Source: an optimization exercise on an open RTL-to-GDS flow (aim: small area). Production flows keep margins and buffers that such runs may drop.
Where RTL was checked, it was by simulation tests only, not by an equivalence proof against the original.
For runs 6 and 7, only the layout was checked, not whether the RTL still works.
No activity file was given, so power comes from the tool's default toggle rates.

## design/flow/config.mk

```make
export PLATFORM = sky130hd
export DESIGN_NAME = operand_bank
export DESIGN_NICKNAME = operand_bank
export VERILOG_FILES = /design/flow/design.v
export SDC_FILE = /design/flow/constraint.sdc
export NUM_CORES = 4
export LEC_CHECK = 0
export CAP_MARGIN = 20
export CORE_MARGIN = 2
export CORE_UTILIZATION = 40
export SLEW_MARGIN = 20
export SYNTH_HIERARCHICAL = 1
```

## design/flow/constraint.sdc

```tcl
create_clock -name core_clock -period 5.0 [get_ports {CLK_IN}]
set_input_delay 1.0000 -clock core_clock [delete_from_list [all_inputs] [get_ports {CLK_IN}]]
set_output_delay 1.0000 -clock core_clock [all_outputs]
set_load 0.01 [all_outputs]
```

## design/flow/design.v

```verilog
package operand_bank_pkg;
  localparam logic [1:0] FIELD_M    = 2'd0;
  localparam logic [1:0] FIELD_E    = 2'd1;
  localparam logic [1:0] FIELD_N    = 2'd2;
  localparam logic [1:0] FIELD_RSVD = 2'd3;
  localparam logic [7:0] DEF_M = 8'h20;
  localparam logic [7:0] DEF_E = 8'h02;
  localparam logic [7:0] DEF_N = 8'h20;
  typedef enum logic [1:0] {
    W_IDLE    = 2'd0,
    W_COLLECT = 2'd1,
    W_COMMIT  = 2'd2
  } wr_state_e;
  typedef enum logic {
    L_IDLE  = 1'b0,
    L_VALID = 1'b1
  } ln_state_e;
endpackage
module word_assembler
#(
  parameter int DW     = 32,
  parameter int WIDTH  = 128,
  parameter int SLOT_W = 2
) (
  input  logic              clk,
  input  logic              rst,
  input  logic              wr_valid,
  output logic              wr_ready,
  input  logic [SLOT_W-1:0] wr_slot,
  input  logic [1:0]        wr_field,
  input  logic [DW-1:0]     wr_data,
  output logic              commit,
  output logic [SLOT_W-1:0] commit_slot,
  output logic [1:0]        commit_field,
  output logic [WIDTH-1:0]  commit_data
);
  localparam int WPO   = WIDTH / DW;
  localparam int CNT_W = (WPO > 1) ? $clog2(WPO) : 1;
  localparam int HW    = WIDTH - DW;
  logic [CNT_W-1:0]   cnt_r;
  logic               commit_r;
  logic [HW-1:0]      hold_r;
  logic [DW-1:0]      last_r;
  logic [SLOT_W-1:0]  slot_r;
  logic [1:0]         field_r;
  logic               acc_s;
  logic               last_s;
  logic               shift_s;
  assign acc_s   = wr_valid && !commit_r;
  assign last_s  = (cnt_r == CNT_W'(WPO - 1));
  assign shift_s = acc_s && !last_s;
  always_ff @(posedge clk or posedge rst) begin
    if (rst) begin
      cnt_r    <= '0;
      commit_r <= 1'b0;
    end else begin
      commit_r <= acc_s && last_s;
      if (acc_s) cnt_r <= last_s ? '0 : cnt_r + CNT_W'(1);
    end
  end
  always_ff @(posedge clk) begin
    if (acc_s && cnt_r == '0) begin
      slot_r  <= wr_slot;
      field_r <= wr_field;
    end
  end
  logic [HW-1:0] hold_nx;
  logic [HW-1:0] hold_in;
  generate
    if (WPO > 2) begin : g_sh
      assign hold_in = {wr_data, hold_r[HW-1:DW]};
    end else begin : g_one
      assign hold_in = wr_data;
    end
  endgenerate
  ob_load_mux #(.W(HW)) u_hold_mux (.load(shift_s), .keep(!shift_s), .d(hold_in), .q(hold_r), .nx(hold_nx));
  always_ff @(posedge clk) begin
    hold_r <= hold_nx;
    last_r <= wr_data;
  end
  assign wr_ready     = !commit_r;
  assign commit       = commit_r;
  assign commit_slot  = slot_r;
  assign commit_field = field_r;
  assign commit_data  = {last_r, hold_r};
endmodule
module ob_load_mux
#(
  parameter int W = 128
) (
  input  logic         load,
  input  logic         keep,
  input  logic [W-1:0] d,
  input  logic [W-1:0] q,
  output logic [W-1:0] nx
);
  assign nx = ({W{load}} & d) | ({W{keep}} & q);
endmodule
module ob_out_mux
#(
  parameter int         W   = 128,
  parameter int         NS  = 4,
  parameter logic [7:0] DEF = 8'h00
) (
  input  logic          hold,
  input  logic [NS-1:0] sel,
  input  logic          sel_def,
  input  logic [W-1:0]  q,
  input  logic [NS-1:0][W-1:0] st,
  output logic [W-1:0]  nx
);
  always_comb begin
    nx = ({W{hold}} & q) | ({W{sel_def}} & W'(DEF));
    for (int i = 0; i < NS; i++) begin
      nx = nx | ({W{sel[i]}} & st[i]);
    end
  end
endmodule
module operand_bank
#(
  parameter int RSA_WIDTH          = 128,
  parameter int C_S_AXI_DATA_WIDTH = 32,
  parameter int NUM_SLOTS          = 4,
  parameter int SLOT_W             = $clog2(NUM_SLOTS)
) (
  input  logic                          CLK_IN,
  input  logic                          RST_IN,
  input  logic                          WR_VALID_IN,
  output logic                          WR_READY_OUT,
  input  logic [SLOT_W-1:0]             WR_SLOT_IN,
  input  logic [1:0]                    WR_FIELD_IN,
  input  logic [C_S_AXI_DATA_WIDTH-1:0] WR_DATA_IN,
  input  logic [C_S_AXI_DATA_WIDTH-1:0] SELECT_IN,
  input  logic                          START_IN,
  output logic [RSA_WIDTH-1:0]          M_OUT,
  output logic [RSA_WIDTH-1:0]          E_OUT,
  output logic [RSA_WIDTH-1:0]          N_OUT,
  output logic                          OUT_VALID_OUT,
  input  logic                          OUT_READY_IN,
  output logic                          ERR_OUT
);
  localparam int W  = RSA_WIDTH;
  localparam int NF = 3;
  logic                  commit_s;
  logic [SLOT_W-1:0]     commit_slot_s;
  logic [1:0]            commit_field_s;
  logic [W-1:0]          commit_data_s;
  logic [NUM_SLOTS-1:0][W-1:0] st_r [NF];
  logic [NUM_SLOTS-1:0]  wrt_r [NF];
  logic [W-1:0]          out_r [NF];
  logic                  launch_s;
  logic                  sel_oob_s;
  logic [NUM_SLOTS-1:0]  sel_dec_s;
  word_assembler #(
    .DW     (C_S_AXI_DATA_WIDTH),
    .WIDTH  (RSA_WIDTH),
    .SLOT_W (SLOT_W)
  ) u_word_assembler (
    .clk          (CLK_IN),
    .rst          (RST_IN),
    .wr_valid     (WR_VALID_IN),
    .wr_ready     (WR_READY_OUT),
    .wr_slot      (WR_SLOT_IN),
    .wr_field     (WR_FIELD_IN),
    .wr_data      (WR_DATA_IN),
    .commit       (commit_s),
    .commit_slot  (commit_slot_s),
    .commit_field (commit_field_s),
    .commit_data  (commit_data_s)
  );
  always_comb begin
    launch_s  = !OUT_VALID_OUT && START_IN;
    sel_oob_s = (SELECT_IN >= C_S_AXI_DATA_WIDTH'(NUM_SLOTS));
    for (int i = 0; i < NUM_SLOTS; i++) begin
      sel_dec_s[i] = sel_oob_s ? (i == 0) : (SELECT_IN[SLOT_W-1:0] == SLOT_W'(i));
    end
  end
  genvar f, s;
  generate
    for (f = 0; f < NF; f++) begin : g_f
      logic [NUM_SLOTS-1:0] we_s;
      logic [NUM_SLOTS-1:0] rd_s;
      logic                 rd_def_s;
      logic [W-1:0]         out_nx;
      for (s = 0; s < NUM_SLOTS; s++) begin : g_s
        assign we_s[s] = commit_s && (commit_field_s == 2'(f)) && (commit_slot_s == SLOT_W'(s));
        logic [W-1:0] st_nx;
        ob_load_mux #(.W(W)) u_ld (.load(we_s[s]), .keep(!we_s[s]), .d(commit_data_s), .q(st_r[f][s]), .nx(st_nx));
        always_ff @(posedge CLK_IN) begin
          st_r[f][s] <= st_nx;
        end
      end
      always_ff @(posedge CLK_IN or posedge RST_IN) begin
        if (RST_IN) begin
          wrt_r[f] <= '0;
        end else begin
          wrt_r[f] <= wrt_r[f] | we_s;
        end
      end
      assign rd_s     = {NUM_SLOTS{!OUT_VALID_OUT}} & sel_dec_s & wrt_r[f];
      assign rd_def_s = !OUT_VALID_OUT && !(|(sel_dec_s & wrt_r[f]));
      ob_out_mux #(
        .W   (W),
        .NS  (NUM_SLOTS),
        .DEF ((f == 0) ? operand_bank_pkg::DEF_M : (f == 1) ? operand_bank_pkg::DEF_E : operand_bank_pkg::DEF_N)
      ) u_out (
        .hold    (OUT_VALID_OUT),
        .sel     (rd_s),
        .sel_def (rd_def_s),
        .q       (out_r[f]),
        .st      (st_r[f]),
        .nx      (out_nx)
      );
      always_ff @(posedge CLK_IN) begin
        out_r[f] <= out_nx;
      end
    end
  endgenerate
  assign M_OUT = out_r[0];
  assign E_OUT = out_r[1];
  assign N_OUT = out_r[2];
  always_ff @(posedge CLK_IN or posedge RST_IN) begin
    if (RST_IN) begin
      OUT_VALID_OUT <= 1'b0;
    end else if (OUT_VALID_OUT) begin
      if (OUT_READY_IN) OUT_VALID_OUT <= 1'b0;
    end else if (START_IN) begin
      OUT_VALID_OUT <= 1'b1;
    end
  end
  always_ff @(posedge CLK_IN or posedge RST_IN) begin
    if (RST_IN) begin
      ERR_OUT <= 1'b0;
    end else if ((launch_s && sel_oob_s) || (commit_s && commit_field_s == operand_bank_pkg::FIELD_RSVD)) begin
      ERR_OUT <= 1'b1;
    end
  end
endmodule
```

## design/flow/flow/run.sh

```bash
#!/bin/bash
# The standard layout, with two changes: the port buffers are the smallest buffer cell, and
# clock tree synthesis uses larger sink clusters and no dummy loads.
set -euo pipefail
bash standard.sh \
  BUFFER_PORTS_ARGS="-buffer_cell sky130_fd_sc_hd__buf_1" \
  CTS_ARGS="-sink_clustering_enable -repair_clock_nets -sink_clustering_size 20 -sink_clustering_max_diameter 80 -dont_use_dummy_load" \
  finish > flow_standard.log 2>&1
```

## design/flow/standard.sh

```bash
#!/bin/bash
# synth_recipe.tcl (not shown) runs the flow's synth.tcl, then flattens the netlist and writes it again
# the make line also repeats each setting of config.mk as NAME=value (left out here)
make -C /OpenROAD-flow-scripts/flow DESIGN_CONFIG=/design/flow/config.mk WORK_HOME=/design/flow/orfs CLKGATE_MAP_FILE= SYNTH_SCRIPT=/design/flow/synth_recipe.tcl "${@:-finish}"
```

==> impl_metrics.tcl, run 1 <==
set metrics [dict create \
    layout-drive-gt1-share_pct 4.55 \
    rsz0062_at_grt "false" \
    drcViolationCount 0 \
    cp.arrival_ps 3880 \
    yosys_warnings 16 \
    die_area_um2 177000 \
    fmax_ghz 0.308 \
    maxCapViolCount 0 \
    required_ps 5630 \
    grt_max_degree 137 \
    layout.nets 5702 \
    worstSetupPathType "register to register" \
    clockPowerShare_pct 21.1 \
    grt_first_pass_wirelength_um 354000 \
    syn_area_um2 69400 \
    pin_count 460 \
    synth.distinct_cells 34 \
    cts_buffer_depth 3 \
    clock_latency_ps 800 \
    ctsRootBufferMaster "clkbuf_16" \
    post-dp-hpwl_um 141000 \
    grt-ovfl-total 0 \
    ctsResizeCount 0 \
    ys_seq_elements 2069 \
    hold_viol 0 \
    vias 51700 \
    portBuffers 459 \
    slew_viol_final 0 \
    min_path_type "input port to async pin" \
    viasPerCell 6.51 \
    p_per_area_nw_per_um2 611 \
    die_y_um 421 \
    internal_power_mw 30.9 \
    relSlewSlack_pct 23.4 \
    grtUsageMet1_pct 35.8 \
    p_comb_share_pct 16.0 \
    clock_sinks 2069 \
    timing.final.crit_share_pct 65.0 \
    dp.cells 7817 \
    clkTransAtPathRegs_ps 80 \
    fp.dieW_um 421 \
    cp_top_family "simple AND/OR/NAND/NOR gates" \
    final_common_cell "dfxtp_1" \
    rr_worst_depth 5 \
    endpoint_kind "register" \
    clock_skew_ps 115 \
    seq_power_share_pct 62.9 \
    grt_pass1_vias 49100 \
    dr.pass1.iters 9 \
    track_usage_pct 26.7 \
    critPathSlowestCell "nor2_4" \
    grt.met2_usage_pct 41.8 \
    ys_seq_area_share_pct 59.9 \
    final.min_clock_period_ps 3250 \
    cp-start-kind "register" \
    area_growth_pct 6.02 \
    cp_num_buf_inv 2 \
    start_util_pct 40.4 \
    worst_slew_pin_slew_ps 1150 \
    gp_congestion 0.804 \
    busiest_layer "met2" \
    cts-htree-levels 3 \
    power.leakage_nw 29.2 \
    ir_worst_vdd_v 0.000368 \
    layout_common_cells "2,048 x dfxtp_1, 1,632 x a22o_1, 459 x buf_1, 389 x nand2_1, 387 x a22oi_1" \
    cts_hold_buffers 0 \
    rows 152 \
    hold-worst-slack_ps 118 \
    fin_cells 7938 \
    status "timing/DRC/antenna clean" \
    drt.antenna.violating_nets 0 \
    core-area_um2 172000 \
    final.setup.tns_ps 0 \
    crit_chain "nand3_1 -> nor2_4 -> inv_6 -> buf_4 -> a22o_1" \
    post-cts-setup-buffers 0 \
    synth.net_count 5611 \
    total_power_mw 45.0 \
    use_met3_pct 4.22 \
    avgSynthCellArea_um2 12.5 \
    cts_made_buffers 117 \
    swShare_pct 31.3 \
    synthCells 5535 \
    worst-path-stages 5 \
    wl_per_cell_um 31.2 \
    setup_viol 0 \
    critical_path.max_stage_delay_ps 940 \
    switching_power_mw 14.1 \
    wirelength_um 248000 \
    cts_tree "built" \
    antenna_found_initial 3 \
    drt_iter0_drc 8247 \
    critPathMaxFanout 60 \
]
-- worst register-to-register path, delay by kind of cell, from the launching register on --
kind / cells / cell delay (ps)
compound gates: 1 / 330
flops: 1 / 530
simple gates: 2 / 1250
buf+inv: 2 / 1040
-- logic make-up (layout without fill, tap and decap cells) --
kind of cell | Yosys count | count (layout) | synth area share, %
AND/OR/NAND/NOR | 457 | 457 | 2.73
AO/OA/AOI/OAI | 2409 | 2409 | 30.3
buffers and inverters | 589 | 678 | 6.84
adder cells (fa/ha/maj) | 3 | 3 | 0.0541
multiplexers | 8 | 8 | 0.189
other | 0 | 4 | 0
flip-flops | 2069 | 2069 | 59.9
-- power groups by stage --
stage                     Sequential (mW)  Clock [mW]  Combinational (mW)
after global routing                 28.8        10.2                7.82
final                                28.3        9.50                7.17
after floorplan                      26.2           0                5.61
after CTS                            28.1        9.61                7.16
after detailed placement             28.3           0                7.11
after global placement               28.2           0                6.86
-- per-layer routing --
metal	vias to the layer above	routed length, µm	share of wire (%)
met4	0	13100	5.3
met2	2776	111000	45
met1	26500	102000	41
met5	-	0	0
met3	392	21200	8.5
li1	22000	-	-
-- metrics by stage --
step	util, %	area (µm²)	setup WS, ps
2_1_floorplan	-	69400	2310
3_3_place_gp	41.1	70700	1190
3_5_place_dp	41.1	70700	1130
4_1_cts	42.8	73600	1710
5_1_grt	42.8	73600	1600
6_report	42.8	73600	1750
-- Yosys cell counts --
master	number	area share (%)
dfxtp_1	2048	59
nor4_4	1	0.031
o21ai_0	2	0.014
a22oi_1	387	4.2
buf_2	257	1.9
a31oi_1	1	0.0090
nand3_1	4	0.029
nand3b_1	3	0.032
a22o_1	1632	21
a222oi_1	381	5.5
nand2_1	390	2.1
or3_1	1	0.0090
mux2_4	2	0.043
nor3b_1	1	0.011
a21oi_1	6	0.043
dfrtp_1	17	0.61
clkbuf_8	3	0.059
nor2b_1	3	0.027
edfxtp_1	4	0.17
nor2_1	15	0.081
or2_2	7	0.063
buf_6	273	4.4
nand2b_1	12	0.11
and4_2	3	0.043
and2_1	3	0.027
ha_1	3	0.054
mux4_2	3	0.097
nor2b_4	1	0.020
clkbuf_1	2	0.011
and4_1	6	0.076
buf_4	36	0.39
mux2_2	3	0.049
nor4_1	7	0.063
inv_1	18	0.097
-- registers in the layout (all words and copies together) (netlist names) --
signal	cells
u_word_assembler.hold_r	96
u_word_assembler.field_r	2
st_r	1536
OUT_VALID_OUT	1
u_word_assembler.last_r	32
out_r	384
wrt_r	12
u_word_assembler.cnt_r	2
ERR_OUT	1
u_word_assembler.slot_r	2
u_word_assembler.commit_r	1
-- path summary, 6_finish.rpt --
| check | from | endpoint | slack, ps |
|---|---|---|---|
| max | u_word_assembler.commit_r$_DFF_PP0_ | st_r[2][467]$_DFF_P_ | 1750 |
| min | RST_IN | u_word_assembler.cnt_r[0]$_DFFE_PP0P_ | 120 |
| max reg2reg | u_word_assembler.commit_r$_DFF_PP0_ | st_r[2][467]$_DFF_P_ | 1750 |
| min reg2reg | st_r[2][183]$_DFF_P_ | out_r[2][55]$_DFF_P_ | 420 |
| max in group asynchronous | RST_IN | OUT_VALID_OUT$_DFF_PP0_ | 4150 |
| min in group core_clock | WR_DATA_IN[23] | u_word_assembler.last_r[23]$_DFF_P_ | 340 |
-- cell type report --
type	count	area (µm²)
flip-flops and latches	2069	41500
repair buffers	543	2820
multi-input cells	2877	23300
fillers	16000	98300
inverters	18	128
diodes	4	10.0
clock buffers	117	2930
well taps	2310	2890
==> inputs of run 2 (changes only) <==
==> design/flow/run.sh (new file) <==
#!/bin/bash
# synth_recipe.tcl (not shown) runs the flow's synth.tcl, then flattens the netlist and writes it again
# the make line also repeats each setting of config.mk as NAME=value (left out here)
make -C /OpenROAD-flow-scripts/flow DESIGN_CONFIG=/design/flow/config.mk WORK_HOME=/design/flow/orfs CLKGATE_MAP_FILE= SYNTH_SCRIPT=/design/flow/synth_recipe.tcl finish
--- a/design/flow/config.mk
+++ b/design/flow/config.mk
@@ -9,4 +9,6 @@
 export CORE_MARGIN = 2
 export CORE_UTILIZATION = 40
+export CTS_CLUSTER_DIAMETER = 80
+export CTS_CLUSTER_SIZE = 20
 export SLEW_MARGIN = 20
 export SYNTH_HIERARCHICAL = 1
removed: design/flow/flow/run.sh
removed: design/flow/standard.sh
==> impl_metrics.tcl, run 2 <==
set metrics [dict create \
    swShare_pct 30.9 \
    cp-start-kind "register" \
    syn_area_um2 69400 \
    timing.rr.end "st_r[0][104]$_DFF_P_" \
    worstSetupPathType "register to register" \
    cts_made_buffers 119 \
    yosysTopAreaCell "dfxtp_1" \
    ctsRootBufferMaster "clkbuf_16" \
    nFillCells 15700 \
    fin_cells 7993 \
    p_comb_share_pct 16.6 \
    rows 152 \
    worst-r2r-setup-slack_ps 1620 \
    rr_worst_depth 5 \
    synth_most_common_cell "dfxtp_1" \
    cp.arrival_ps 4110 \
    reg2reg_from "u_word_assembler.commit_r$_DFF_PP0_" \
    clock_latency_ps 800 \
    min_path_type "register to register" \
    area_growth_pct 11.2 \
    maxCapViolCount 0 \
    ctsResizeCount 0 \
    power.leakage_nw 30.7 \
    pre_cts_ws_ps 894 \
    wl_per_cell_um 31.0 \
    antenna_found_initial 8 \
    p_per_area_nw_per_um2 599 \
    switching_power_mw 14.3 \
    cts_tree "built" \
    dr.pass1.iters 10 \
    setup.worst_path.end "st_r[0][104]$_DFF_P_" \
    gp_congestion 0.813 \
    cts-htree-levels 3 \
    layout.nets 5723 \
    crit_chain "nor3b_1 -> nand2_4 -> inv_6 -> buf_12 -> a22o_1" \
    required_ps 5730 \
    slew_viol_final 0 \
    seq_power_share_pct 61.2 \
    viasPerCell 6.50 \
    clock_sinks 2069 \
    pin_count 460 \
    rsz0062_at_grt "false" \
    clockPowerShare_pct 22.2 \
    die_area_um2 177000 \
    regMostFlops "st_r" \
    worst_slew_pin_slew_ps 1160 \
    final_common_cell "dfxtp_1" \
    clkTransAtPathRegs_ps 90 \
    critPathMaxFanout 68 \
    netlist_top_cells_count "2,048 x dfxtp_1, 1,632 x a22o_1, 390 x nand2_1, 387 x a22oi_1, 381 x a222oi_1" \
    cp_top_family "simple AND/OR/NAND/NOR gates" \
    synth_area_leaders "dfxtp_1 59%, a22o_1 21%, a222oi_1 5.5%" \
    layout_common_cells "2,048 x dfxtp_1, 1,632 x a22o_1, 459 x clkdlybuf4s50_1, 389 x nand2_1, 387 x a22oi_1" \
    fin_ws_ps 1620 \
    grt-ovfl-total 0 \
    vias 51900 \
    yosys_warnings 16 \
    utilization_pct 44.9 \
    die_y_um 421 \
    timing.final.crit_share_pct 67.5 \
    post-cts-setup-buffers 0 \
    grt_first_pass_wirelength_um 356000 \
    wirelength_um 248000 \
    fmax_ghz 0.296 \
    final.setup.tns_ps 0 \
    drcViolationCount 0 \
    ys.flop_type "dfxtp_1" \
    synthCells 5535 \
    synth.net_count 5611 \
    grt_max_degree 152 \
    synth-edff-count 4 \
    drt.antenna.violating_nets 0 \
    portBuffers 459 \
    worst-path-stages 5 \
    largest_reg_flops 1536 \
    clock_skew_ps 53.2 \
    internal_power_mw 32.0 \
    ys_seq_area_share_pct 59.9 \
    layout-drive-gt1-share_pct 5.34 \
    crit_path_start "u_word_assembler.commit_r$_DFF_PP0_" \
    async_reset_ff_share_pct 0.822 \
    cts_buffer_depth 3 \
    relSlewSlack_pct 22.8 \
    hold_viol 0 \
    track_usage_pct 26.8 \
    setup_viol 0 \
    multiInputGateArea_um2 23300 \
    ys_seq_elements 2069 \
    critical_path.max_stage_delay_ps 710 \
    final.min_clock_period_ps 3380 \
    grt_pass1_vias 49800 \
    total_power_mw 46.3 \
    register_area_um2 41500 \
    dp.cells 7836 \
    drt_iter0_drc 7495 \
    post-dp-hpwl_um 140000 \
    synth_top_area_share_pct 59.1 \
    status "timing/DRC/antenna clean" \
    synth.distinct_cells 34 \
    start_util_pct 40.4 \
    critPathSlowestCell "nor3b_1" \
    core-area_um2 172000 \
    cp_num_buf_inv 2 \
    cts_hold_buffers 0 \
    avgSynthCellArea_um2 12.5 \
    ir_worst_vdd_v 0.000339 \
    fp.dieW_um 421 \
    reg_top3 "st_r (1536), out_r (384), u_word_assembler.hold_r (96)" \
    endpoint_kind "register" \
]
-- run 2: power groups by stage --
| stage | combinational (mW) | sequential (mW) | clock, mW |
|---|---|---|---|
| after global routing | 8.37 | 28.9 | 11.0 |
| after detailed placement | 7.64 | 28.4 | 0 |
| final | 7.70 | 28.3 | 10.3 |
| after global placement | 7.39 | 28.2 | 0 |
| after CTS | 7.69 | 28.1 | 10.4 |
| after floorplan | 5.61 | 26.2 | 0 |
-- run 2: area by class of cell --
cell class,count,area share (%)
diodes,5,0.0162
clock buffers,135,4.13
clock inverters,17,0.355
inverters,18,0.165
multi-input cells,2877,30.1
flip-flops and latches,2069,53.8
well taps,2310,3.74
repair buffers,562,7.62
-- run 2: metal layers --
metal  vias up  routed length, µm  GRT usage (%)
met3       423              21100           4.25
li1      22100                  -              -
met2      2862             110000           41.3
met1     26500             103000           36.0
met5         -                 34              0
met4         6              13800           14.2
-- run 2: metrics by stage --
stage	instance area, µm²	hold WS, ps
2_1_floorplan	69400	439
3_3_place_gp	73700	447
3_5_place_dp	73700	453
4_1_cts	77200	423
5_1_grt	77200	480
6_report	77200	444
-- run 2: cells by family after synthesis --
group           count (synthesis)  share of synthesized area, %
flops                        2069                          59.9
buf+inv                       589                          6.84
simple gates                  457                          2.73
mux                             8                         0.189
compound gates               2409                          30.3
fa+ha+maj                       3                        0.0541
-- run 2: tightest hold or removal path: cells and delay by family, from the launching register on --
kind,cells,cell delay (ps)
DFF,1,340
and+or+nand+nor,1,60
AOI/OAI and AO/OA,1,70
-- run 2: worst min path at each step --
| stage | from | to | slack, ps | cells after the start |
|---|---|---|---|---|
| after floorplan | st_r[0][256]$_DFF_P_ | st_r[0][256]$_DFF_P_ | 440 | 1 |
| after global placement | st_r[2][426]$_DFF_P_ | out_r[2][42]$_DFF_P_ | 450 | 2 |
| after detailed placement | st_r[0][321]$_DFF_P_ | st_r[0][321]$_DFF_P_ | 450 | 1 |
| after CTS | st_r[0][397]$_DFF_P_ | out_r[0][13]$_DFF_P_ | 420 | 2 |
| after global routing | st_r[1][149]$_DFF_P_ | out_r[1][21]$_DFF_P_ | 480 | 2 |
| final | st_r[0][397]$_DFF_P_ | out_r[0][13]$_DFF_P_ | 440 | 2 |
==> inputs of run 3 (changes only) <==
==> design/flow/flow/run.sh (new file) <==
#!/bin/bash
# The standard layout, with two changes: the port buffers are the smallest buffer cell, and
# clock tree synthesis uses clkbuf_8 on clusters of up to 18 sinks and no dummy loads.
set -euo pipefail
bash standard.sh \
  BUFFER_PORTS_ARGS="-buffer_cell sky130_fd_sc_hd__buf_1" \
  CTS_ARGS="-sink_clustering_enable -repair_clock_nets -sink_clustering_size 18 -sink_clustering_max_diameter 50 -dont_use_dummy_load -buf_list sky130_fd_sc_hd__clkbuf_8" \
  finish > flow_standard.log 2>&1
==> design/flow/standard.sh (new file) <==
#!/bin/bash
# synth_recipe.tcl (not shown) runs the flow's synth.tcl, then flattens the netlist and writes it again
# the make line also repeats each setting of config.mk as NAME=value (left out here)
make -C /OpenROAD-flow-scripts/flow DESIGN_CONFIG=/design/flow/config.mk WORK_HOME=/design/flow/orfs CLKGATE_MAP_FILE= SYNTH_SCRIPT=/design/flow/synth_recipe.tcl "${@:-finish}"
--- a/design/flow/config.mk
+++ b/design/flow/config.mk
@@ -8,7 +8,5 @@
 export CAP_MARGIN = 20
 export CORE_MARGIN = 2
-export CORE_UTILIZATION = 40
-export CTS_CLUSTER_DIAMETER = 80
-export CTS_CLUSTER_SIZE = 20
+export CORE_UTILIZATION = 70
 export SLEW_MARGIN = 20
 export SYNTH_HIERARCHICAL = 1
removed: design/flow/run.sh
==> impl_metrics.tcl, run 3 <==
set metrics [dict create \
    ir_worst_vdd_v 0.000399 \
    area_growth_pct 2.70 \
    synth-edff-count 4 \
    ys_seq_elements 2069 \
    pin_count 460 \
    drcViolationCount 0 \
    clkTransAtPathRegs_ps 100 \
    drt.antenna.violating_nets 0 \
    synth_most_common_cell "dfxtp_1" \
    synth.net_count 5611 \
    wl_per_cell_um 32.3 \
    setup_viol 0 \
    wirelength_um 224000 \
    cts_tree "built" \
    track_usage_pct 42.3 \
    synthCells 5535 \
    dr.pass1.iters 10 \
    cts-htree-levels 4 \
    clock_sinks 2069 \
    portBuffers 459 \
    largest_reg_flops 1536 \
    critPathMaxFanout 63 \
    worstSetupPathType "register to register" \
    avgSynthCellArea_um2 12.5 \
    layout.nets 5723 \
    setup.worst_path.end "st_r[0][254]$_DFF_P_" \
    final.setup.tns_ps 0 \
    maxCapViolCount 0 \
    ctsRootBufferMaster "clkbuf_8" \
    clock_latency_ps 900 \
    status "timing/DRC/antenna clean" \
    start_util_pct 70.6 \
    relSlewSlack_pct 16.8 \
    core-area_um2 98300 \
    nFillCells 7013 \
    rows 115 \
    grt-ovfl-total 0 \
    synth_area_leaders "dfxtp_1 59%, a22o_1 21%, a222oi_1 5.5%" \
    crit_path_start "u_word_assembler.field_r[0]$_DFFE_PP_" \
    netlist_top_cells_count "2,048 x dfxtp_1, 1,632 x a22o_1, 390 x nand2_1, 387 x a22oi_1, 381 x a222oi_1" \
    power.leakage_nw 28.8 \
    layout_common_cells "2,048 x dfxtp_1, 1,632 x a22o_1, 459 x buf_1, 389 x nand2_1, 387 x a22oi_1" \
    cts_buffer_depth 3 \
    grt_first_pass_wirelength_um 328000 \
    async_reset_ff_share_pct 0.822 \
    slew_viol_final 0 \
    cp-start-kind "register" \
    die_y_um 319 \
    rsz0062_at_grt "false" \
    reg_top3 "st_r (1536), out_r (384), u_word_assembler.hold_r (96)" \
    required_ps 5790 \
    ctsResizeCount 0 \
    ys.flop_type "dfxtp_1" \
    post-dp-hpwl_um 120000 \
    clock_skew_ps 72.0 \
    multiInputGateArea_um2 23300 \
    die_area_um2 102000 \
    syn_area_um2 69400 \
    drt_iter0_drc 10100 \
    final_common_cell "dfxtp_1" \
    yosysTopAreaCell "dfxtp_1" \
    cts_made_buffers 147 \
    post-cts-setup-buffers 0 \
    ys_seq_area_share_pct 59.9 \
    min_path_type "input port to async pin" \
    synth_top_area_share_pct 59.1 \
    yosys_warnings 16 \
    synth.distinct_cells 34 \
    grt_max_degree 185 \
    cp.arrival_ps 4080 \
    worst-r2r-setup-slack_ps 1710 \
    rr_worst_depth 5 \
    antenna_found_initial 6 \
    timing.final.crit_share_pct 65.7 \
    hold-worst-slack_ps 70.4 \
    reg2reg_from "u_word_assembler.field_r[0]$_DFFE_PP_" \
    worst_slew_pin_slew_ps 1250 \
    hold_viol 0 \
    viasPerCell 7.62 \
    timing.rr.end "st_r[0][254]$_DFF_P_" \
    grt_pass1_vias 49700 \
    final.min_clock_period_ps 3290 \
    gp_congestion 0.857 \
    fmax_ghz 0.304 \
    register_area_um2 41500 \
    cts_hold_buffers 0 \
    vias 52800 \
    layout-drive-gt1-share_pct 4.91 \
    regMostFlops "st_r" \
    endpoint_kind "register" \
    fp.dieW_um 319 \
    total_power_mw 43.0 \
    p_per_area_nw_per_um2 603 \
]
## run 3: worst min-delay path by stage
stage	start	endpoint	slack [ps]	cells after the start
global route	RST_IN	u_word_assembler.commit_r$_DFF_PP0_	50	2
finish	RST_IN	u_word_assembler.commit_r$_DFF_PP0_	70	2
floorplan	st_r[0][256]$_DFF_P_	st_r[0][256]$_DFF_P_	440	1
global placement	st_r[0][465]$_DFF_P_	out_r[0][81]$_DFF_P_	450	2
CTS	RST_IN	u_word_assembler.cnt_r[1]$_DFFE_PP0P_	10	2
detailed placement	st_r[1][258]$_DFF_P_	st_r[1][258]$_DFF_P_	450	1
## run 3: area by class of cell
cell class                 count  share of cell area [%]
timing repair buffer         534                    3.82
antenna                        3                  0.0105
tap                         1287                    2.26
sequential                  2069                    58.3
multi-input combinational   2877                    32.6
clock buffer                 147                    2.84
inverter                      18                   0.144
## run 3: where the power goes
part           leakage [nW]  total [mW]  switching (mW)  internal, mW
clock network          1.06        7.64            5.00          2.65
registers              17.0        28.2            5.65          22.5
logic                  10.8        7.16            2.95          4.20
total                  28.8        43.0            13.6          29.4
## run 3: cell families after synthesis
group	count (synthesis)	synth area share, %
adder cells (fa/ha/maj)	3	0.0541
flip-flops	2069	59.9
buffers and inverters	589	6.84
AO/OA/AOI/OAI	2409	30.3
AND/OR/NAND/NOR	457	2.73
multiplexers	8	0.189
## run 3: per-stage QoR
step | utilization, % | cells | cell area, µm² | setup slack, ps
finish | 72.5 | 6935 | 71300 | 1710
detailed placement | 70.5 | 6785 | 69300 | 1220
global route | 72.5 | 6934 | 71300 | 1670
global placement | 70.5 | 6785 | 69300 | 1250
floorplan | - | 5535 | 69400 | 2310
CTS | 72.5 | 6932 | 71300 | 1820
## run 3: critical path, stage by stage (launching register included)
cell      delay, ps
edfxtp_1        520
nor2_1          470
nand2b_4        520
inv_4           930
buf_4           470
a22o_1          210
## run 3: metal layers
layer  routed length (µm)  GRT usage (%)
met4                10700           19.9
met2                96600           62.6
met3                29700           11.1
met1                86500           57.8
met5                  213          0.993
==> inputs of run 4 (changes only) <==
==> design/flow/flow/run.sh (replaced) <==
#!/bin/bash
# The standard layout, with two changes: the port buffers are the smallest buffer cell, and
# clock tree synthesis uses clkbuf_8 on clusters of up to 16 sinks and no dummy loads.
set -euo pipefail
bash standard.sh \
  BUFFER_PORTS_ARGS="-buffer_cell sky130_fd_sc_hd__buf_1" \
  CTS_ARGS="-sink_clustering_enable -repair_clock_nets -sink_clustering_size 16 -sink_clustering_max_diameter 60 -dont_use_dummy_load -buf_list sky130_fd_sc_hd__clkbuf_8" \
  finish > flow_standard.log 2>&1
--- a/design/flow/config.mk
+++ b/design/flow/config.mk
@@ -8,5 +8,5 @@
 export CAP_MARGIN = 20
 export CORE_MARGIN = 2
-export CORE_UTILIZATION = 70
+export CORE_UTILIZATION = 60
 export SLEW_MARGIN = 20
 export SYNTH_HIERARCHICAL = 1
==> impl_metrics.tcl, run 4 <==
set metrics [dict create \
    status "timing/DRC/antenna clean" \
    grt-ovfl-total 0 \
    layout_common_cells "2,046 x dfxtp_1, 1,632 x a22o_1, 459 x buf_1, 389 x nand2_1, 387 x a22oi_1" \
    worst_slew_pin_slew_ps 1240 \
    ys_seq_area_share_pct 59.9 \
    gp_congestion 0.802 \
    fmax_ghz 0.287 \
    portBuffers 459 \
    synthMuxAreaShare_pct 0.189 \
    pin_count 460 \
    synth-edff-count 4 \
    yosysTopAreaCell "dfxtp_1" \
    synth_fa_ha_area_share_pct 0.0541 \
    rsz0062_at_grt "false" \
    syn_area_um2 69400 \
    relSlewSlack_pct 17.5 \
    grt_max_degree 165 \
    antenna_found_initial 4 \
    drt.antenna.violating_nets 0 \
    critPathMaxFanout 45 \
    dp.cells 7012 \
    ys_seq_elements 2069 \
    final_common_cell "dfxtp_1" \
    cts-htree-levels 4 \
    maxCapViolCount 0 \
    clock_skew_ps 83.1 \
    clkTransAtPathRegs_ps 100 \
    endpoint_kind "register" \
    layout.nets 5730 \
    grt_pass1_vias 48900 \
    p_per_area_nw_per_um2 603 \
    netlist_top_cells_count "2,048 x dfxtp_1, 1,632 x a22o_1, 390 x nand2_1, 387 x a22oi_1, 381 x a222oi_1" \
    synthSimpleGateAreaFrac_pct 2.73 \
    die_area_um2 118000 \
    reg_top3 "st_r (1536), out_r (384), u_word_assembler.hold_r (96)" \
    regMostFlops "st_r" \
    drcViolationCount 0 \
    worstSetupPathType "register to register" \
    post-dp-hpwl_um 124000 \
    ir_worst_vdd_v 0.000355 \
    clock_latency_ps 890 \
    largest_reg_flops 1536 \
    fin_cells 7167 \
    synth_most_common_cell "dfxtp_1" \
    grt_first_pass_wirelength_um 337000 \
    wl_per_cell_um 32.6 \
    synth_area_leaders "dfxtp_1 59%, a22o_1 21%, a222oi_1 5.5%" \
    layout-drive-gt1-share_pct 5.04 \
    vias 52200 \
    final.setup.tns_ps 0 \
    final.min_clock_period_ps 3490 \
    yosys_warnings 16 \
    fp.dieW_um 344 \
    required_ps 5800 \
    drt_iter0_drc 8500 \
    hold_viol 0 \
    cp.arrival_ps 4290 \
    synthXorXnorAreaFrac_pct 0 \
    utilization_pct 62.5 \
    core-area_um2 115000 \
    power.leakage_nw 28.8 \
    track_usage_pct 37.8 \
    hold-worst-slack_ps 240 \
    cts_buffer_depth 3 \
    synth_top_family_by_area "compound AO/OA/AOI/OAI gates" \
    nFillCells 9158 \
    ys.flop_type "dfxtp_1" \
    synth.distinct_cells 34 \
    setup_viol 0 \
    clock_sinks 2069 \
    timing.final.crit_share_pct 69.7 \
    rows 124 \
    die_y_um 344 \
    synthCells 5535 \
    synth-compound-area-share_pct 30.3 \
    start_util_pct 60.6 \
    ctsRootBufferMaster "clkbuf_8" \
    cp-start-kind "register" \
    avgSynthCellArea_um2 12.5 \
    cts_made_buffers 151 \
    min_path_type "input port to register" \
    area_growth_pct 3.17 \
    cts_tree "built" \
    async_reset_ff_share_pct 0.822 \
    viasPerCell 7.29 \
    slew_viol_final 0 \
    synth_top_area_share_pct 59.1 \
    ctsResizeCount 0 \
    dr.pass1.iters 9 \
    post-cts-setup-buffers 0 \
    wirelength_um 234000 \
    synth.net_count 5611 \
]
[run 4: final cells by class]
| type | instances | area (µm²) | area share (%) |
|---|---|---|---|
| Sequential cell | 2069 | 41600 | 58.0 |
| Multi-Input combinational cell | 2877 | 23300 | 32.5 |
| Timing Repair Buffer | 537 | 2700 | 3.77 |
| Clock buffer | 151 | 2080 | 2.90 |
| Tap cell | 1512 | 1890 | 2.64 |
| Inverter | 18 | 120 | 0.168 |
| Antenna cell | 3 | 7.51 | 0.0105 |
[run 4: layer usage]
layer / vias up / wire (µm) / track usage [%] / part of all wire (%)
met2: 3447 / 99300 / 55.0 / 42
met5: - / 13 / 0 / 0.0056
li1: 22100 / - / - / -
met1: 26300 / 97000 / 54.0 / 41
met3: 418 / 28300 / 9.35 / 12
met4: 2 / 9180 / 14.9 / 3.9
[run 4: logic make-up after synthesis]
kind of cell | count (synthesis)
AO/OA/AOI/OAI | 2409
AND/OR/NAND/NOR | 457
multiplexers | 8
flip-flops | 2069
buffers and inverters | 589
adder cells (fa/ha/maj) | 3
[run 4: worst paths after layout]
check                                               startpoint                                    end  slack [ps]  cells after the start
min                                              WR_DATA_IN[9]     u_word_assembler.last_r[9]$_DFF_P_         240                      1
max in group asynchronous                               RST_IN                OUT_VALID_OUT$_DFF_PP0_        3770                      3
min reg2reg                               st_r[1][401]$_DFF_P_                   out_r[1][17]$_DFF_P_         440                      2
max reg2reg                u_word_assembler.commit_r$_DFF_PP0_                    st_r[0][77]$_DFF_P_        1510                      5
min in group asynchronous                               RST_IN  u_word_assembler.cnt_r[0]$_DFFE_PP0P_         580                      3
max                        u_word_assembler.commit_r$_DFF_PP0_                    st_r[0][77]$_DFF_P_        1510                      5
[run 4: stage by stage]
step	instance area, µm²	total power, mW	setup WS [ps]
after global routing	71600	45.0	1360
final	71600	43.2	1510
after global placement	69500	34.9	1380
after floorplan	69400	31.8	2310
after detailed placement	69500	35.2	1370
after CTS	71600	42.9	1570
[run 4: worst max-delay path, cell delays in order, from the launching register on]
cell and delay (ps):
dfrtp_1 500, nor3b_1 720, nand2_4 630, inv_4 780
buf_4 510, a22o_1 230
[run 4: report_power, final]
part	switching, mW	internal [mW]	leakage, nW	total [mW]
clock network	5.12	2.72	1.09	7.84
registers	5.64	22.5	17.0	28.2
logic	2.99	4.21	10.8	7.20
total	13.7	29.5	28.8	43.2
[run 4: timing repair]
| item | CTS | global route |
|---|---|---|
| endpoints found under the hold margin | 3 | 0 |
| setup endpoints to repair | 0 | 0 |
| hold buffers | 1 | 0 |
==> inputs of run 5 (changes only) <==
==> design/flow/flow/run.sh (replaced) <==
#!/bin/bash
# The standard layout, with three changes: the port buffers are the smallest buffer cell,
# clock tree synthesis uses clkbuf_8 on clusters of up to 16 sinks and no dummy loads, and
# gates off the critical paths are downsized after global routing.
set -euo pipefail
bash standard.sh \
  BUFFER_PORTS_ARGS="-buffer_cell sky130_fd_sc_hd__buf_1" \
  CTS_ARGS="-sink_clustering_enable -repair_clock_nets -sink_clustering_size 16 -sink_clustering_max_diameter 60 -dont_use_dummy_load -buf_list sky130_fd_sc_hd__clkbuf_8" \
  RECOVER_POWER=100 \
  finish > flow_standard.log 2>&1
--- a/design/flow/config.mk
+++ b/design/flow/config.mk
@@ -8,5 +8,5 @@
 export CAP_MARGIN = 20
 export CORE_MARGIN = 2
-export CORE_UTILIZATION = 60
+export CORE_UTILIZATION = 70
 export SLEW_MARGIN = 20
 export SYNTH_HIERARCHICAL = 1
==> impl_metrics.tcl, run 5 <==
set metrics [dict create \
    p_per_area_nw_per_um2 605 \
    pin_count 460 \
    yosys_warnings 16 \
    slew_viol_final 1236 \
    start_util_pct 70.6 \
    wl_per_cell_um 32.3 \
    relSlewSlack_pct -112 \
    ctsResizeCount 0 \
    ir_worst_vdd_v 0.000378 \
    clock_skew_ps 57.9 \
    synth_area_leaders "dfxtp_1 59%, a22o_1 21%, a222oi_1 5.5%" \
    wirelength_met1_um 86500 \
    cts_tree "built" \
    timing.final.crit_share_pct 82.2 \
    drt.antenna.violating_nets 0 \
    fin_cells 6937 \
    power.leakage_nw 28.7 \
    placed_cell_area_um2 69300 \
    drcViolationCount 0 \
    rows 115 \
    layout-drive-gt1-share_pct 4.62 \
    grt_first_pass_wirelength_um 329000 \
    timing.rr.end "st_r[2][77]$_DFF_P_" \
    layout.nets 5725 \
    grt-ovfl-total 0 \
    so.violations "max-capacitance violations, max-slew violations" \
    critPathMaxFanout 48 \
    endpoint_kind "register" \
    async_reset_ff_share_pct 0.822 \
    worst-r2r-setup-slack_ps 890 \
    grt_pass1_vias 49700 \
    final_common_cell "dfxtp_1" \
    dp.cells 6785 \
    yosysTopAreaCell "dfxtp_1" \
    nFillCells 7062 \
    fmax_ghz 0.243 \
    antenna_found_initial 8 \
    synth-edff-count 4 \
    area_growth_pct 2.42 \
    cts_made_buffers 149 \
    synth.net_count 5611 \
    cp.arrival_ps 4930 \
    min_path_type "input port to async pin" \
    clkTransAtPathRegs_ps 100 \
    synth_most_common_cell "dfxtp_1" \
    worst_slew_pin_slew_ps 3180 \
    viasPerCell 7.64 \
    cts-htree-levels 4 \
    dr_wl_met2_um 97100 \
    largest_reg_flops 1536 \
    wirelength_um 224000 \
    layout_common_cells "2,048 x dfxtp_1, 1,632 x a22o_1, 430 x buf_1, 389 x nand2_1, 387 x a22oi_1" \
    die_y_um 319 \
    synth.distinct_cells 34 \
    grt_max_degree 185 \
    post-dp-hpwl_um 120000 \
    finalInstanceArea_um2 71100 \
    hold_viol 0 \
    worstSetupPathType "register to register" \
    total_power_mw 43.0 \
    clock_sinks 2069 \
    dr.pass1.iters 12 \
    vias 53000 \
    syn_area_um2 69400 \
    ys_seq_elements 2069 \
    gp_congestion 0.857 \
    setup_viol 0 \
    synthCells 5535 \
    die_area_um2 102000 \
    rr_worst_depth 4 \
    cts_buffer_depth 3 \
    rsz0062_at_grt "false" \
    ctsRootBufferMaster "clkbuf_8" \
    final.setup.tns_ps 0 \
    clock_latency_ps 890 \
    avgSynthCellArea_um2 12.5 \
    required_ps 5820 \
    wl_met3_um 29800 \
    core-area_um2 98300 \
    status "finished with violations" \
    final.min_clock_period_ps 4110 \
    reg2reg_from "u_word_assembler.commit_r$_DFF_PP0_" \
    portBuffers 459 \
    ys.flop_type "dfxtp_1" \
    synth_top_area_share_pct 59.1 \
    highest_layer "met5" \
    post-cts-setup-buffers 0 \
    cp-start-kind "register" \
    fp.dieW_um 319 \
    track_usage_pct 42.3 \
    netlist_top_cells_count "2,048 x dfxtp_1, 1,632 x a22o_1, 390 x nand2_1, 387 x a22oi_1, 381 x a222oi_1" \
    maxCapViolCount 18 \
    ys_seq_area_share_pct 59.9 \
    hold-worst-slack_ps 56.0 \
    drt_iter0_drc 10100 \
    cts_hold_buffers 0 \
    regMostFlops "st_r" \
    reg_top3 "st_r (1536), out_r (384), u_word_assembler.hold_r (96)" \
]
-- run 5: cell counts after synthesis --
No cell type changed its count.
-- run 5: cell type report --
type                       count  area (µm²)  area share [%]
antenna                        3        7.51          0.0106
clock buffer                 149        2050            2.88
inverter                      18         103           0.144
multi-input combinational   2877       23200            32.6
sequential                  2069       41500            58.4
tap                         1287        1610            2.27
timing repair buffer         534        2580            3.63
-- run 5: worst max-delay path, stage by stage (launching register included) --
cell and delay, ps:
dfrtp_1 510, nor3b_1 260, nand2b_4 550, clkbuf_1 2310, a22o_1 370
-- run 5: worst max path at each step --
stage | from | end | slack, ps
floorplan | SELECT_IN[3] | out_r[0][116]$_DFF_P_ | 2310
global placement | SELECT_IN[26] | out_r[1][65]$_DFF_P_ | 1250
detailed placement | SELECT_IN[26] | out_r[1][56]$_DFF_P_ | 1220
CTS | u_word_assembler.commit_r$_DFF_PP0_ | st_r[0][503]$_DFF_P_ | 1830
global route | OUT_VALID_OUT$_DFF_PP0_ | out_r[1][77]$_DFF_P_ | 890
finish | u_word_assembler.commit_r$_DFF_PP0_ | st_r[2][77]$_DFF_P_ | 890
-- run 5: per-layer routing --
metal  vias up  GRT usage [%]
met5         -              0
met4         4           19.6
met3       567           10.6
met2      4128           63.0
met1     26300           58.0
li1      22000              -
-- run 5: cell families (layout without fill, tap and decap cells) --
kind of cell | after synthesis | in the layout | share of synthesized area (%)
AO/OA/AOI/OAI | 2409 | 2409 | 30.3
AND/OR/NAND/NOR | 457 | 457 | 2.73
flip-flops | 2069 | 2069 | 59.9
other | 0 | 3 | 0
adder cells (fa/ha/maj) | 3 | 3 | 0.0541
buffers and inverters | 589 | 701 | 6.84
multiplexers | 8 | 8 | 0.189
-- run 5: where the power goes --
group	switching [mW]	leakage, nW	internal [mW]	total, mW
Combinational	2.95	10.7	4.20	7.14
Clock	5.01	1.07	2.68	7.69
Sequential	5.66	17.0	22.5	28.2
Total	13.6	28.7	29.4	43.0
-- run 5: stage by stage --
stage	setup slack, ps	utilization (%)
finish	889	72.3
detailed placement	1220	70.5
CTS	1830	72.6
global route	893	72.3
global placement	1250	70.5
floorplan	2310	-
==> inputs of run 6 (changes only) <==
--- a/design/flow/design.v
+++ b/design/flow/design.v
@@ -66,13 +66,11 @@
   end
   logic [HW-1:0] hold_nx;
-  logic [HW-1:0] hold_in;
   generate
     if (WPO > 2) begin : g_sh
-      assign hold_in = {wr_data, hold_r[HW-1:DW]};
+      assign hold_nx = ({HW{shift_s}} & {wr_data, hold_r[HW-1:DW]}) | ({HW{!shift_s}} & hold_r);
     end else begin : g_one
-      assign hold_in = wr_data;
+      assign hold_nx = ({HW{shift_s}} & wr_data) | ({HW{!shift_s}} & hold_r);
     end
   endgenerate
-  ob_load_mux #(.W(HW)) u_hold_mux (.load(shift_s), .keep(!shift_s), .d(hold_in), .q(hold_r), .nx(hold_nx));
   always_ff @(posedge clk) begin
     hold_r <= hold_nx;
@@ -84,36 +82,4 @@
   assign commit_field = field_r;
   assign commit_data  = {last_r, hold_r};
-endmodule
-module ob_load_mux
-#(
-  parameter int W = 128
-) (
-  input  logic         load,
-  input  logic         keep,
-  input  logic [W-1:0] d,
-  input  logic [W-1:0] q,
-  output logic [W-1:0] nx
-);
-  assign nx = ({W{load}} & d) | ({W{keep}} & q);
-endmodule
-module ob_out_mux
-#(
-  parameter int         W   = 128,
-  parameter int         NS  = 4,
-  parameter logic [7:0] DEF = 8'h00
-) (
-  input  logic          hold,
-  input  logic [NS-1:0] sel,
-  input  logic          sel_def,
-  input  logic [W-1:0]  q,
-  input  logic [NS-1:0][W-1:0] st,
-  output logic [W-1:0]  nx
-);
-  always_comb begin
-    nx = ({W{hold}} & q) | ({W{sel_def}} & W'(DEF));
-    for (int i = 0; i < NS; i++) begin
-      nx = nx | ({W{sel[i]}} & st[i]);
-    end
-  end
 endmodule
 module operand_bank
@@ -146,10 +112,14 @@
   logic [1:0]            commit_field_s;
   logic [W-1:0]          commit_data_s;
-  logic [NUM_SLOTS-1:0][W-1:0] st_r [NF];
+  logic [W-1:0]          st_r  [NF][NUM_SLOTS];
   logic [NUM_SLOTS-1:0]  wrt_r [NF];
   logic [W-1:0]          out_r [NF];
+  logic [W-1:0]          def_c [NF];
   logic                  launch_s;
   logic                  sel_oob_s;
   logic [NUM_SLOTS-1:0]  sel_dec_s;
+  assign def_c[0] = W'(operand_bank_pkg::DEF_M);
+  assign def_c[1] = W'(operand_bank_pkg::DEF_E);
+  assign def_c[2] = W'(operand_bank_pkg::DEF_N);
   word_assembler #(
     .DW     (C_S_AXI_DATA_WIDTH),
@@ -185,8 +155,6 @@
       for (s = 0; s < NUM_SLOTS; s++) begin : g_s
         assign we_s[s] = commit_s && (commit_field_s == 2'(f)) && (commit_slot_s == SLOT_W'(s));
-        logic [W-1:0] st_nx;
-        ob_load_mux #(.W(W)) u_ld (.load(we_s[s]), .keep(!we_s[s]), .d(commit_data_s), .q(st_r[f][s]), .nx(st_nx));
         always_ff @(posedge CLK_IN) begin
-          st_r[f][s] <= st_nx;
+          st_r[f][s] <= ({W{we_s[s]}} & commit_data_s) | ({W{!we_s[s]}} & st_r[f][s]);
         end
       end
@@ -200,16 +168,10 @@
       assign rd_s     = {NUM_SLOTS{!OUT_VALID_OUT}} & sel_dec_s & wrt_r[f];
       assign rd_def_s = !OUT_VALID_OUT && !(|(sel_dec_s & wrt_r[f]));
-      ob_out_mux #(
-        .W   (W),
-        .NS  (NUM_SLOTS),
-        .DEF ((f == 0) ? operand_bank_pkg::DEF_M : (f == 1) ? operand_bank_pkg::DEF_E : operand_bank_pkg::DEF_N)
-      ) u_out (
-        .hold    (OUT_VALID_OUT),
-        .sel     (rd_s),
-        .sel_def (rd_def_s),
-        .q       (out_r[f]),
-        .st      (st_r[f]),
-        .nx      (out_nx)
-      );
+      always_comb begin
+        out_nx = ({W{OUT_VALID_OUT}} & out_r[f]) | ({W{rd_def_s}} & def_c[f]);
+        for (int i = 0; i < NUM_SLOTS; i++) begin
+          out_nx = out_nx | ({W{rd_s[i]}} & st_r[f][i]);
+        end
+      end
       always_ff @(posedge CLK_IN) begin
         out_r[f] <= out_nx;
==> design/flow/run.sh (new file) <==
#!/bin/bash
# synth_recipe.tcl (not shown) runs the flow's synth.tcl, then flattens the netlist and writes it again
# the make line also repeats each setting of config.mk as NAME=value (left out here)
make -C /OpenROAD-flow-scripts/flow DESIGN_CONFIG=/design/flow/config.mk WORK_HOME=/design/flow/orfs CLKGATE_MAP_FILE= SYNTH_SCRIPT=/design/flow/synth_recipe.tcl finish
--- a/design/flow/config.mk
+++ b/design/flow/config.mk
@@ -8,5 +8,4 @@
 export CAP_MARGIN = 20
 export CORE_MARGIN = 2
-export CORE_UTILIZATION = 70
+export CORE_UTILIZATION = 40
 export SLEW_MARGIN = 20
-export SYNTH_HIERARCHICAL = 1
removed: design/flow/flow/run.sh
removed: design/flow/standard.sh
==> impl_metrics.tcl, run 6 <==
set metrics [dict create \
    status "timing/DRC/antenna clean" \
    swShare_pct 25.5 \
    min_path_cells 2 \
    timing.final.crit_share_pct 74.7 \
    syn_area_um2 70100 \
    cts_made_buffers 206 \
    grt_first_pass_wirelength_um 291000 \
    fin_ws_ps 1270 \
    pin_count 460 \
    clockPowerShare_pct 36.6 \
    synth_area_leaders "edfxtp_1 70%, dfxtp_1 12%, a22oi_1 2.8%" \
    die_y_um 423 \
    ys_seq_elements 2069 \
    multiInputGateArea_um2 11300 \
    grt_max_degree 178 \
    synth_fa_ha_area_share_pct 0.0357 \
    critPathMaxFanout 35 \
    post-dp-hpwl_um 114000 \
    synth.net_count 4069 \
    synthCells 3994 \
    clock_sinks 2069 \
    cts_buffer_depth 3 \
    register_area_um2 57900 \
    utilization_pct 48.7 \
    clock_latency_ps 850 \
    ys_seq_area_share_pct 82.6 \
    wirelength_um 206000 \
    rsz0062_at_grt "false" \
    yosys_warnings 6 \
    die_area_um2 179000 \
    synthMuxAreaShare_pct 0.0482 \
    clock_skew_ps 30.1 \
    synthXorXnorAreaFrac_pct 0 \
    drcViolationCount 0 \
    ys.flop_type "edfxtp_1" \
    post-cts-setup-buffers 0 \
    layout.nets 4547 \
    synth-compound-area-share_pct 9.75 \
    fin_cells 6982 \
    track_usage_pct 22.5 \
    area_growth_pct 21.0 \
    synth_top_area_share_pct 70.1 \
    vias 39800 \
    grt_pass1_vias 38800 \
    final.min_clock_period_ps 3730 \
    grt-ovfl-total 0 \
    synth-edff-count 1636 \
    netlist_top_cells_count "1,636 x edfxtp_1, 416 x dfxtp_1, 386 x nand2_1, 266 x a22oi_1, 234 x clkbuf_1" \
    p_per_area_nw_per_um2 497 \
    dr.pass1.iters 9 \
    slew_viol_final 0 \
    rr_worst_depth 5 \
    layout_common_cells "1,636 x edfxtp_1, 459 x clkdlybuf4s50_1, 416 x dfxtp_1, 386 x nand2_1, 266 x a22oi_1" \
    final_common_cell "edfxtp_1" \
    ctsRootBufferMaster "clkbuf_16" \
    required_ps 4000 \
    cp-start-kind "register" \
    reg2reg_from "OUT_VALID_OUT$_DFF_PP0_" \
    switching_power_mw 10.7 \
    maxCapViolCount 0 \
    cp.arrival_ps 2730 \
    gp_congestion 0.779 \
    setup_viol 0 \
    crit_path_start "OUT_VALID_OUT$_DFF_PP0_" \
    async_reset_ff_share_pct 0.822 \
    cts_tree "built" \
    drt.antenna.violating_nets 0 \
    worst_slew_pin_slew_ps 1310 \
    synth_most_common_cell "edfxtp_1" \
    core-area_um2 174000 \
    synth.distinct_cells 41 \
    nFillCells 14400 \
    fp.dieW_um 423 \
    antenna_found_initial 8 \
    viasPerCell 5.70 \
    internal_power_mw 31.4 \
    endpoint_kind "primary output" \
    wl_per_cell_um 29.5 \
    hold_viol 0 \
    cts_hold_buffers 0 \
    synthSimpleGateAreaFrac_pct 6.03 \
    dp.cells 6589 \
    drt_iter0_drc 4287 \
    ctsResizeCount 0 \
    seq_power_share_pct 52.8 \
    rows 153 \
    layout-drive-gt1-share_pct 9.24 \
    ir_worst_vdd_v 0.000389 \
    cts-htree-levels 4 \
    relSlewSlack_pct 12.6 \
    power.leakage_nw 28.8 \
    fmax_ghz 0.268 \
    p_comb_share_pct 10.6 \
    synth_top_family_by_area "compound AO/OA/AOI/OAI gates" \
    clkTransAtPathRegs_ps 60 \
    start_util_pct 40.3 \
    final.setup.tns_ps 0 \
    yosysTopAreaCell "edfxtp_1" \
    pre_cts_ws_ps 1010 \
    avgSynthCellArea_um2 17.6 \
    worstSetupPathType "register to primary output" \
    hold-worst-slack_ps 441 \
    min_path_type "register to register" \
    portBuffers 459 \
]
-- run 6: cell type report --
cell class,instances,share of cell area (%)
antenna,3,0.00885
timing repair buffer,543,6.88
clock buffer,317,6.99
inverter,5,0.0310
tap,2325,3.43
clock inverter,73,1.05
sequential,2069,68.3
multi-input combinational,1647,13.3
-- run 6: logic make-up after synthesis --
group / Yosys count
adders and majority gates: 2
muxes: 3
buffers and inverters: 278
DFF: 2069
and+or+nand+nor: 856
AOI/OAI and AO/OA: 786
-- run 6: metrics by stage --
step	total power, mW	instance area (µm²)
6_report	42.1	84800
5_1_grt	43.5	84800
4_1_cts	42.5	84800
3_5_place_dp	27.1	78000
3_3_place_gp	27.0	78000
2_1_floorplan	23.5	70100
-- run 6: power groups by stage --
stage	clock (mW)	combinational [mW]	sequential [mW]
2_1_floorplan	0	1.73	21.8
4_1_cts	15.7	4.53	22.3
6_report	15.4	4.47	22.2
3_5_place_dp	0	4.51	22.6
5_1_grt	16.4	4.77	22.4
3_3_place_gp	0	4.45	22.6
-- run 6: final timing paths --
path	slack (ps)	endpoint
setup / recovery	1270	OUT_VALID_OUT
hold / removal	440	out_r[2][18]$_DFF_P_
setup reg to reg	2070	out_r[1][113]$_DFF_P_
hold reg to reg	440	out_r[2][18]$_DFF_P_
max in group asynchronous	3770	OUT_VALID_OUT$_DFF_PP0_
min in group asynchronous	630	OUT_VALID_OUT$_DFF_PP0_
-- run 6: worst max-delay path, stage by stage, from the launching register on --
cell             delay [ps]
dfrtp_4                 670
buf_4                   510
clkdlybuf4s50_1         640
-- run 6: per-layer routing --
layer / track usage [%] / share of wire (%) / wire, µm
met3: 3.52 / 6.3 / 13000
met2: 37.4 / 50 / 102000
met1: 29.6 / 40 / 83000
met5: 0 / 0 / 0
met4: 8.87 / 3.8 / 7830
==> inputs of run 7 (changes only) <==
--- a/design/flow/config.mk
+++ b/design/flow/config.mk
@@ -8,4 +8,5 @@
 export CAP_MARGIN = 20
 export CORE_MARGIN = 2
-export CORE_UTILIZATION = 40
+export CORE_UTILIZATION = 60
+export CTS_BUF_LIST = sky130_fd_sc_hd__clkbuf_4
 export SLEW_MARGIN = 20
==> impl_metrics.tcl, run 7 <==
set metrics [dict create \
    synthCells 3994 \
    setup_viol 0 \
    nFillCells 7651 \
    finalInstanceArea_um2 83600 \
    hold_viol 0 \
    cp_num_buf_inv 1 \
    layout_common_cells "1,636 x edfxtp_1, 857 x clkbuf_4, 459 x clkdlybuf4s50_1, 416 x dfxtp_1, 386 x nand2_1" \
    critPathSlowestCell "dfrtp_4" \
    async_reset_ff_share_pct 0.822 \
    worst-r2r-setup-slack_ps 1780 \
    cts_tree "built" \
    post-cts-setup-buffers 0 \
    fin_cells 6735 \
    clock_latency_ps 1260 \
    clock_sinks 2069 \
    synth-edff-count 1636 \
    synth.net_count 4069 \
    gp_congestion 0.799 \
    dp.cells 5776 \
    drcViolationCount 0 \
    vias 41700 \
    grt-ovfl-total 0 \
    cts_hold_buffers 0 \
    die_area_um2 120000 \
    area_growth_pct 19.3 \
    dr.pass1.iters 8 \
    layout-drive-gt1-share_pct 19.4 \
    post-dp-hpwl_um 102000 \
    ys_seq_elements 2069 \
    relSlewSlack_pct 25.2 \
    cp_top_family "flip-flops" \
    netlist_top_cells_count "1,636 x edfxtp_1, 416 x dfxtp_1, 386 x nand2_1, 266 x a22oi_1, 234 x clkbuf_1" \
    rows 125 \
    ys_seq_area_share_pct 82.6 \
    pin_count 460 \
    die_y_um 346 \
    wl_per_cell_um 28.2 \
    core-area_um2 116000 \
    worst_slew_pin_slew_ps 1120 \
    wirelength_um 190000 \
    crit_chain "clkdlybuf4s50_1" \
    portBuffers 459 \
    synth_top_area_share_pct 70.1 \
    synth_area_leaders "edfxtp_1 70%, dfxtp_1 12%, a22oi_1 2.8%" \
    ys.flop_type "edfxtp_1" \
    ctsRootBufferMaster "clkbuf_4" \
    min_path_type "input port to register" \
    crit_path_start "OUT_VALID_OUT$_DFF_PP0_" \
    final.min_clock_period_ps 3730 \
    status "timing/DRC/antenna clean" \
    avgSynthCellArea_um2 17.6 \
    ir_worst_vdd_v 0.000321 \
    worst-path-stages 1 \
    cts_buffer_depth 4 \
    slew_viol_final 0 \
    rsz0062_at_grt "false" \
    hold-worst-slack_ps 212 \
    grt_max_degree 172 \
    reg2reg_from "OUT_VALID_OUT$_DFF_PP0_" \
    clkTransAtPathRegs_ps 70 \
    grt_pass1_vias 41800 \
    grtUsageMet1_pct 41.5 \
    drt_iter0_drc 4585 \
    placed_cell_area_um2 76700 \
    cts_made_buffers 537 \
    rr_worst_depth 5 \
    use_met3_pct 7.63 \
    fmax_ghz 0.268 \
    worstSetupPathType "register to primary output" \
    cp.arrival_ps 2730 \
    grt_first_pass_wirelength_um 274000 \
    timing.rr.end "out_r[2][42]$_DFF_P_" \
    utilization_pct 72.1 \
    antenna_found_initial 7 \
    timing.final.crit_share_pct 74.5 \
    cts-htree-levels 6 \
    clock_skew_ps 82.1 \
    busiest_layer "met2" \
    drt.antenna.violating_nets 0 \
    power.leakage_nw 29.6 \
    yosys_warnings 6 \
    viasPerCell 6.18 \
    track_usage_pct 31.5 \
    synth.distinct_cells 41 \
    setup.worst_path.end "OUT_VALID_OUT" \
    syn_area_um2 70100 \
    yosysTopAreaCell "edfxtp_1" \
    p_per_area_nw_per_um2 490 \
    endpoint_kind "primary output" \
    synth_most_common_cell "edfxtp_1" \
    final_common_cell "edfxtp_1" \
    start_util_pct 60.4 \
    required_ps 4000 \
    maxCapViolCount 0 \
    layout.nets 4866 \
    grt.met2_usage_pct 51.0 \
    cp-start-kind "register" \
    ctsResizeCount 0 \
    fp.dieW_um 346 \
    critical_path.max_stage_delay_ps 860 \
    critPathMaxFanout 43 \
]
run 7: changes by cell type in the layout (fill, tap and decap cells not counted), moves of 8 or more:
cell	previous run	this run
clkbuf_4	0	857
clkbuf_16	208	0
clkbuf_1	78	0
clkinv_1	16	62
clkbuf_8	31	0
clkinv_2	23	2
inv_2	0	19
buf_12	49	35
diode_2	3	13
bufinv_16	12	4
run 7: through the flow:
| stage | TNS (ps) | power [mW] | setup slack (ps) |
|---|---|---|---|
| 6_report | 0 | 41.0 | 1270 |
| 5_1_grt | 0 | 42.6 | 1160 |
| 4_1_cts | 0 | 41.2 | 1160 |
| 3_5_place_dp | 0 | 26.9 | 1070 |
| 3_3_place_gp | 0 | 26.8 | 1110 |
| 2_1_floorplan | -1016400 | 23.5 | -1940 |
run 7: cell type report:
type | instances | area, µm² | share of cell area [%]
flip-flops and latches | 2069 | 57900 | 69.2
multi-input cells | 1647 | 11300 | 13.5
clock inverters | 89 | 449 | 0.537
diodes | 13 | 32.5 | 0.0389
well taps | 1524 | 1910 | 2.28
repair buffers | 531 | 5570 | 6.66
inverters | 5 | 26.3 | 0.0314
clock buffers | 857 | 6430 | 7.69
run 7: power by group:
group / internal (mW) / switching (mW)
combinational: 2.18 / 2.24
clock: 7.95 / 6.52
sequential: 20.3 / 1.76
run 7: kinds of logic after synthesis:
| logic type | count (synthesis) | synth area share, % |
|---|---|---|
| AND/OR/NAND/NOR | 856 | 6.03 |
| buffers and inverters | 278 | 1.57 |
| flip-flops | 2069 | 82.6 |
| AO/OA/AOI/OAI | 786 | 9.75 |
| adder cells (fa/ha/maj) | 2 | 0.0357 |
| multiplexers | 3 | 0.0482 |
run 7: metal layers:
metal  up-vias  wire [µm]
met1     21000      73800
met2      2136      93200
li1      18200          -
met4         4       5650
met5         -         24
met3       329      16900
run 7: how the worst min path moves through the flow:
stage                        startpoint                                 end  slack (ps)  cells past startpoint
final                     WR_DATA_IN[9]  u_word_assembler.last_r[9]$_DFF_P_         210                      1
after global routing      WR_DATA_IN[9]  u_word_assembler.last_r[9]$_DFF_P_         160                      1
after CTS                 WR_DATA_IN[9]  u_word_assembler.last_r[9]$_DFF_P_         110                      1
after detailed placement       register                 out_r[2][7]$_DFF_P_         440                      2
after global placement         register               out_r[2][124]$_DFF_P_         430                      2
after floorplan                register                 out_r[2][5]$_DFF_P_         430                      2

==> port drivers added, routing unchanged <==
The results above use ideal ports. As a check the final layouts listed here were re-extracted and re-timed, cells and wires unchanged. Step 1 sets driving cells, clkbuf_16 on the clock port and buf_2 on the other inputs (assumed; they add their load-dependent delay and slew). Step 2 adds t to the input delays and takes it off the output delays; t is the mean of the earliest and latest rising clock arrival at the registers after step 1. Input paths then give back, and output paths get back, about the clock's delay inside the block. a / b / c = ideal / step 1 / step 2; a / b = the first two.
| run | t (ns) | setup slack, ns | hold WS [ns] | worst register clock-pin slew, ns | worst data-port slew with drivers (ns) |
|---|---|---|---|---|---|
| run 1 | 0.828 | 1.749 / 1.749 / 1.130 | 0.118 / 0.102 / 0.417 | 0.09 / 0.09 | 0.17 |
| run 2 | 0.859 | 1.625 / 1.625 / 0.869 | 0.444 / 0.444 / 0.444 | 0.09 / 0.09 | 0.17 |
| run 3 | 0.944 | 1.713 / 1.713 / 1.121 | 0.070 / 0.011 / 0.453 | 0.11 / 0.11 | 0.07 |
| run 4 | 0.925 | 1.514 / 1.514 / 1.298 | 0.240 / 0.200 / 0.442 | 0.11 / 0.11 | 0.16 |
| run 5 | 0.937 | 0.889 / 0.889 / 0.604 | 0.056 / -0.004 / 0.448 | 0.11 / 0.11 | 0.07 |
| run 6 | 0.916 | 1.265 / 1.190 / 0.908 | 0.441 / 0.441 / 0.441 | 0.06 / 0.06 | 0.08 |
| run 7 | 1.295 | 1.274 / 1.202 / 0.977 | 0.212 / 0.161 / 0.425 | 0.08 / 0.08 | 0.07 |
The setup slack of run 2, which loses most, moves by 0.000 ns with the drivers and by -0.756 ns with both steps.
